This is an optimization exercise on Yosys and OpenROAD, whose aim is small area, a short achievable clock period and few clock cycles per item, not a production implementation. The RTL was checked by simulation tests, not by an equivalence proof against the original design. No activity file was given, so power comes from the tool's default toggle rates.

## amber
==> flow/design.v <==
`timescale 1ns / 1ps
package cpc_pkg;
  localparam int BYTE_W    = 8;
  localparam int WORD_W    = 32;
  localparam int RESP_W    = 3;
  localparam int ACT_W     = 4;
  localparam int CFG_IDX_W = 8;
  localparam logic [7:0] DEVICE_ID_RESET = 8'h00;
  localparam logic [7:0] CRC_POLY_RESET  = 8'h89;
  localparam logic [1:0] HDR_OK        = 2'd0;
  localparam logic [1:0] HDR_CLASS_ERR = 2'd1;
  localparam logic [1:0] HDR_CODE_ERR  = 2'd2;
  localparam logic [1:0] HDR_LEN_ERR   = 2'd3;
endpackage
`timescale 1ns / 1ps
module cpc_decode (
  input  logic [7:0] cmd_class_i,
  input  logic [7:0] cmd_code_i,
  input  logic [7:0] len_high_i,
  input  logic [7:0] len_low_i,
  output logic [1:0] err_o,    
  output logic [3:0] act_o     
);
  logic       class_ok, code_ok;
  logic [7:0] need_high, need_low;
  logic [3:0] act;
  always_comb begin
    class_ok  = 1'b1;
    code_ok   = 1'b1;
    need_high = 8'h00;
    need_low  = 8'h00;
    act       = 4'd0;
    case (cmd_class_i)
      8'h01: begin
        need_low = 8'h04;
        case (cmd_code_i)
          8'h0A:   act = 4'd1;
          8'h0B:   act = 4'd2;
          8'h0C:   act = 4'd3;
          default: code_ok = 1'b0;
        endcase
      end
      8'h02: begin
        case (cmd_code_i)
          8'h0A:   act = 4'd4;
          8'h0B:   act = 4'd5;
          default: code_ok = 1'b0;
        endcase
      end
      8'h03: begin
        case (cmd_code_i)
          8'h0A:   begin act = 4'd6;  need_high = 8'h0C; end
          8'h0B:   begin act = 4'd7;  need_high = 8'h0C; end
          8'h0C:   begin act = 4'd8;  need_high = 8'h04; end
          8'h0D:   begin act = 4'd9;  need_high = 8'h0C; end
          8'h0E:   begin act = 4'd10; need_high = 8'h28; end
          default: code_ok = 1'b0;
        endcase
      end
      default: class_ok = 1'b0;
    endcase
    err_o = cpc_pkg::HDR_OK;
    act_o = act;
    if (!class_ok) begin
      err_o = cpc_pkg::HDR_CLASS_ERR;
      act_o = 4'd0;
    end else if (!code_ok) begin
      err_o = cpc_pkg::HDR_CODE_ERR;
      act_o = 4'd0;
    end else if (len_high_i != need_high || len_low_i != need_low) begin
      err_o = cpc_pkg::HDR_LEN_ERR;
      act_o = 4'd0;
    end
  end
endmodule
`timescale 1ns / 1ps
module cpc_crc_table (
  input  logic         clk,
  input  logic [7:0]   poly_i,
  output logic [127:0] tbl_o     
);
  function automatic logic [7:0] xstep(input logic [7:0] r, input logic [7:0] p);
    xstep = {r[6:0], 1'b0} ^ (r[7] ? p : 8'h00);
  endfunction
  logic [63:8] ev_r;    
  logic [63:0] od;      
  logic [63:0] od_r;
  logic [7:0]  p_r;
  always_ff @(posedge clk) begin
    p_r  <= poly_i;
    od_r <= od;
  end
  assign od[7:0] = xstep(poly_i, poly_i);
  for (genvar k = 1; k < 8; k++) begin : g_ent
    assign od[k*8 +: 8] = xstep(ev_r[k*8 +: 8], poly_i);
    always_ff @(posedge clk) ev_r[k*8 +: 8] <= xstep(od[(k-1)*8 +: 8], poly_i);
  end
  assign tbl_o[7:0] = p_r;
  for (genvar k = 1; k < 8; k++) begin : g_out
    assign tbl_o[k*16 +: 8] = ev_r[k*8 +: 8];
  end
  for (genvar k = 0; k < 8; k++) begin : g_out_od
    assign tbl_o[k*16+8 +: 8] = od_r[k*8 +: 8];
  end
endmodule
`timescale 1ns / 1ps
module cpc_crc_fold (
  input  logic [127:0] tbl_i,
  input  logic [7:0]   a_i,
  input  logic [7:0]   b_i,
  output logic [7:0]   crc_o
);
  always_comb begin
    crc_o = 8'h00;
    for (int i = 0; i < 8; i++) begin
      crc_o = crc_o ^ (tbl_i[(i+8)*8 +: 8] & {8{a_i[i]}}) ^ (tbl_i[i*8 +: 8] & {8{b_i[i]}});
    end
  end
endmodule
`timescale 1ns / 1ps
module command_packet_checker_top (
  input  logic                             clk,
  input  logic                             rst_n,
  input  logic                             in_valid,
  output logic                             in_ready,
  input  logic [7:0]                       in_cmd_class,
  input  logic [7:0]                       in_cmd_code,
  input  logic [7:0]                       in_len_high,
  input  logic [7:0]                       in_len_low,
  input  logic [cpc_pkg::WORD_W-1:0]       in_data_word,
  input  logic [7:0]                       in_rx_crc,
  output logic                             out_valid,
  input  logic                             out_ready,
  output logic [cpc_pkg::RESP_W-1:0]       out_response_code,
  output logic [cpc_pkg::ACT_W-1:0]        out_action,
  output logic [cpc_pkg::WORD_W-1:0]       out_payload_word,
  input  logic                             cfg_valid,
  output logic                             cfg_ready,
  input  logic [cpc_pkg::CFG_IDX_W-1:0]    cfg_index,
  input  logic [7:0]                       cfg_data
);
  localparam logic [4:0] SEQ_LAST = 5'd22;
  logic [7:0]  poly_r, dev_r;
  logic        busy_r;
  logic [4:0]  cnt_r;
  logic [7:0]  f_r, ea_r, eb_r, ec_r;
  logic        a_v_r;
  logic [31:0] w_r;      
  logic [7:0]  u_r;      
  logic [7:0]  e_r;      
  logic [3:0]  act_r;
  logic [1:0]  err_r;
  logic        out_v_r;
  logic [31:0] c_w_r;
  logic [3:0]  c_act_r;
  logic [1:0]  c_err_r;
  logic        c_ok_r, c_pay_r;
  logic [127:0] tbl;
  logic        cfg_acc, cfg_hit, in_acc, adv;
  assign cfg_ready = 1'b1;
  assign cfg_acc   = cfg_valid;
  assign cfg_hit   = cfg_acc && (cfg_index == 8'd0 || cfg_index == 8'd1);
  assign adv       = !out_v_r || out_ready;
  assign in_ready  = !busy_r && adv;
  assign in_acc    = in_valid && in_ready;
  cpc_crc_table u_table (
    .clk    (clk),
    .poly_i (poly_r),
    .tbl_o  (tbl)
  );
  logic        sel1;
  logic [31:0] x;
  logic [7:0]  u_in, e_in, e_hdr;
  logic [3:0]  act_in;
  logic [1:0]  err_in;
  assign sel1 = !in_cmd_class[1];    
  assign x    = sel1 ? in_data_word
                     : {6'b000000, 1'b1, in_cmd_class[0], 4'b0000, 1'b1, in_cmd_code[2:0],
                        2'b00, in_len_high[5], 1'b0, in_len_high[3:2], 2'b00, 8'h00};
  cpc_crc_fold u_f0 (.tbl_i(tbl), .a_i(x[31:24]), .b_i(x[23:16]), .crc_o(u_in));
  always_comb begin
    if (!sel1)              e_hdr = f_r;
    else if (in_cmd_code[2]) e_hdr = ec_r;
    else if (in_cmd_code[0]) e_hdr = eb_r;
    else                     e_hdr = ea_r;
  end
  assign e_in = in_rx_crc ^ e_hdr;
  cpc_decode u_decode (
    .cmd_class_i (in_cmd_class),
    .cmd_code_i  (in_cmd_code),
    .len_high_i  (in_len_high),
    .len_low_i   (in_len_low),
    .err_o       (err_in),
    .act_o       (act_in)
  );
  logic [7:0] t3;
  logic       crc_ok;
  cpc_crc_fold u_f1 (.tbl_i(tbl), .a_i(u_r ^ w_r[15:8]), .b_i(w_r[7:0]), .crc_o(t3));
  assign crc_ok = (t3 == e_r);
  always_comb begin
    case (c_err_r)
      cpc_pkg::HDR_CLASS_ERR: out_response_code = 3'd3;
      cpc_pkg::HDR_CODE_ERR:  out_response_code = 3'd4;
      cpc_pkg::HDR_LEN_ERR:   out_response_code = 3'd2;
      default:                out_response_code = c_ok_r ? 3'd0 : 3'd1;
    endcase
  end
  assign out_action       = c_ok_r ? c_act_r : 4'd0;
  assign out_payload_word = c_pay_r ? c_w_r : 32'd0;
  assign out_valid        = out_v_r;
  logic [15:0] seq_bytes;
  logic        u_clr;
  always_comb begin
    case (cnt_r)
      5'd7:    seq_bytes = {8'h00, dev_r};
      5'd8:    seq_bytes = {8'h01, 8'h0A};
      5'd9,
      5'd13,
      5'd17:   seq_bytes = {8'h00, 8'h04};
      5'd12:   seq_bytes = {f_r ^ 8'h01, 8'h0B};
      5'd16:   seq_bytes = {f_r ^ 8'h01, 8'h0C};
      5'd20:   seq_bytes = {f_r, 8'h00};
      default: seq_bytes = 16'h0000;
    endcase
  end
  assign u_clr = (cnt_r < 5'd8) || cnt_r == 5'd12 || cnt_r == 5'd16 || cnt_r == 5'd20;
  always_ff @(posedge clk) begin
    if (!rst_n) begin
      poly_r  <= cpc_pkg::CRC_POLY_RESET;
      dev_r   <= cpc_pkg::DEVICE_ID_RESET;
      busy_r  <= 1'b1;
      cnt_r   <= 5'd0;
      a_v_r   <= 1'b0;
      out_v_r <= 1'b0;
    end else begin
      if (cfg_acc && cfg_index == 8'd0) dev_r  <= cfg_data;
      if (cfg_acc && cfg_index == 8'd1) poly_r <= cfg_data;
      if (cfg_hit) begin
        busy_r <= 1'b1;
        cnt_r  <= 5'd0;
      end else if (busy_r) begin
        cnt_r <= cnt_r + 5'd1;
        if (cnt_r == SEQ_LAST) busy_r <= 1'b0;
      end
      if (adv) begin
        a_v_r   <= in_acc;
        out_v_r <= a_v_r;
      end
    end
  end
  always_ff @(posedge clk) begin
    if (busy_r) begin
      w_r[15:0] <= seq_bytes;
      u_r       <= u_clr ? 8'h00 : t3;
      if (cnt_r == 5'd8 || cnt_r == 5'd22) f_r <= t3;
      if (cnt_r == 5'd12) ea_r <= t3;
      if (cnt_r == 5'd16) eb_r <= t3;
      if (cnt_r == 5'd20) ec_r <= t3;
    end else if (adv) begin
      w_r   <= {in_data_word[31:16], x[15:0]};
      u_r   <= u_in;
      e_r   <= e_in;
      act_r <= act_in;
      err_r <= err_in;
    end
    if (adv) begin
      c_w_r   <= w_r;
      c_act_r <= act_r;
      c_err_r <= err_r;
      c_ok_r  <= crc_ok;
      c_pay_r <= crc_ok && (act_r == 4'd1 || act_r == 4'd2 || act_r == 4'd3);
    end
  end
endmodule
export LEC_CHECK = 0
export CAP_MARGIN = 20
export CORE_MARGIN = 2
export CORE_UTILIZATION = 40
export CTS_CLUSTER_DIAMETER = 60
export CTS_CLUSTER_SIZE = 30
export SETUP_SLACK_MARGIN = 2.6
export SLEW_MARGIN = 20
create_clock -name core_clock -period 5.2 [get_ports {clk}]
standard.sh (not shown) runs the stock make flow with config.mk's settings and CLKGATE_MAP_FILE= SYNTH_SCRIPT=/design/flow/synth_recipe.tcl, a recipe that flattens the netlist after the stock synthesis.
==> flow/flow/run.sh <==
#!/bin/bash
# standard layout, with the port buffers made of the smallest plain buffer
set -o pipefail
export BUFFER_PORTS_ARGS="-buffer_cell sky130_fd_sc_hd__buf_1"
bash standard.sh > standard.log 2>&1
amber reached the end of the flow, and the finished layout is clean on the timing, DRC and antenna checks.
Testbench counts of amber, summed over its fixed seeds: cycles 15,048, items 14,400.
### amber -> raven
# amber
export LEC_CHECK = 0
export CAP_MARGIN = 20
export CORE_MARGIN = 2
export CORE_UTILIZATION = 40
export CTS_CLUSTER_DIAMETER = 60
export CTS_CLUSTER_SIZE = 30
export SETUP_SLACK_MARGIN = 2.6
export SLEW_MARGIN = 20
create_clock -name core_clock -period 5.2 [get_ports {clk}]
# raven
export LEC_CHECK = 0
export CAP_MARGIN = 20
export CORE_MARGIN = 2
export CORE_UTILIZATION = 55
export CTS_CLUSTER_DIAMETER = 60
export CTS_CLUSTER_SIZE = 30
export SETUP_SLACK_MARGIN = 2.4
export SLEW_MARGIN = 20
create_clock -name core_clock -period 5.2 [get_ports {clk}]
Findings:
- [compare] base=amber new=raven: hold slack shows no meaningful change, final core area utilization shows an increase of 17 points, number of filler instances in the final layout shows a reduction of 35%.
Changes in nickel relative to raven:
# raven
export LEC_CHECK = 0
export CAP_MARGIN = 20
export CORE_MARGIN = 2
export CORE_UTILIZATION = 55
export CTS_CLUSTER_DIAMETER = 60
export CTS_CLUSTER_SIZE = 30
export SETUP_SLACK_MARGIN = 2.4
export SLEW_MARGIN = 20
create_clock -name core_clock -period 5.2 [get_ports {clk}]
# nickel
export LEC_CHECK = 0
export CAP_MARGIN = 20
export CORE_MARGIN = 2
export CORE_UTILIZATION = 40
export CTS_CLUSTER_DIAMETER = 60
export CTS_CLUSTER_SIZE = 30
export SETUP_SLACK_MARGIN = 2.4
export SLEW_MARGIN = 20
create_clock -name core_clock -period 5.2 [get_ports {clk}]
Findings:
- raven -> nickel: number of top-level design ports delta 0, exact match
- ~same setup slack in nickel and raven
- Global-route usage: nickel lower than raven
### nickel -> willow
# nickel
export LEC_CHECK = 0
export CAP_MARGIN = 20
export CORE_MARGIN = 2
export CORE_UTILIZATION = 40
export CTS_CLUSTER_DIAMETER = 60
export CTS_CLUSTER_SIZE = 30
export SETUP_SLACK_MARGIN = 2.4
export SLEW_MARGIN = 20
create_clock -name core_clock -period 5.2 [get_ports {clk}]
# willow
export LEC_CHECK = 0
export CAP_MARGIN = 20
export CORE_MARGIN = 2
export CORE_UTILIZATION = 40
export CTS_CLUSTER_DIAMETER = 60
export CTS_CLUSTER_SIZE = 30
export SETUP_SLACK_MARGIN = 2.2
export SLEW_MARGIN = 20
create_clock -name core_clock -period 5.2 [get_ports {clk}]
==> comparison <==
The total number of vias reported for willow is smaller than that of nickel by 256.
Summary: with nickel as the reference, layout filler cell count in willow moved up slightly.
The share of power burned in combinational logic on nickel is in line with that on willow.
On synthesized area per cell, nickel and willow are basically level.
Status: worst-case hold slack parity (willow, nickel)
Diff nickel and willow: routed wire length on met3 lower in nickel

-- port drivers added, routing unchanged --
The results above use ideal ports. As a check the final layouts listed here were re-extracted and re-timed, cells and wires unchanged.
Step 1 (the two cells are an assumption about what drives the block):
set clk [get_ports {clk}]
set_driving_cell -lib_cell sky130_fd_sc_hd__clkbuf_16 $clk
set_driving_cell -lib_cell sky130_fd_sc_hd__buf_2 [delete_from_list [all_inputs] $clk]
Step 2 times the ports against the registers' clock, not the clock port: input delays grow and output delays shrink by t, the midpoint of the rising clock arrivals with the driver on.
Slacks: ideal ports / drivers / drivers and shift; pairs: ideal ports / drivers.
run	t, ns	slack for setup (ns)	worst hold slack (ns)	worst setup path at the end	pins driven straight from the clock port
amber	0.589	2.336 / 2.369 / 1.780	0.423 / 0.423 / 0.423	input to register	1
raven	0.580	2.339 / 2.369 / 1.789	0.421 / 0.421 / 0.421	input to register	1
nickel	0.591	2.341 / 2.367 / 1.777	0.425 / 0.425 / 0.425	input to register	1
willow	0.597	2.233 / 2.233 / 1.663	0.422 / 0.422 / 0.422	input to register	1
After both steps every run listed still meets setup and hold. The setup slack of willow, which loses most, moves by 0.000 ns with the drivers and by -0.570 ns with both steps.
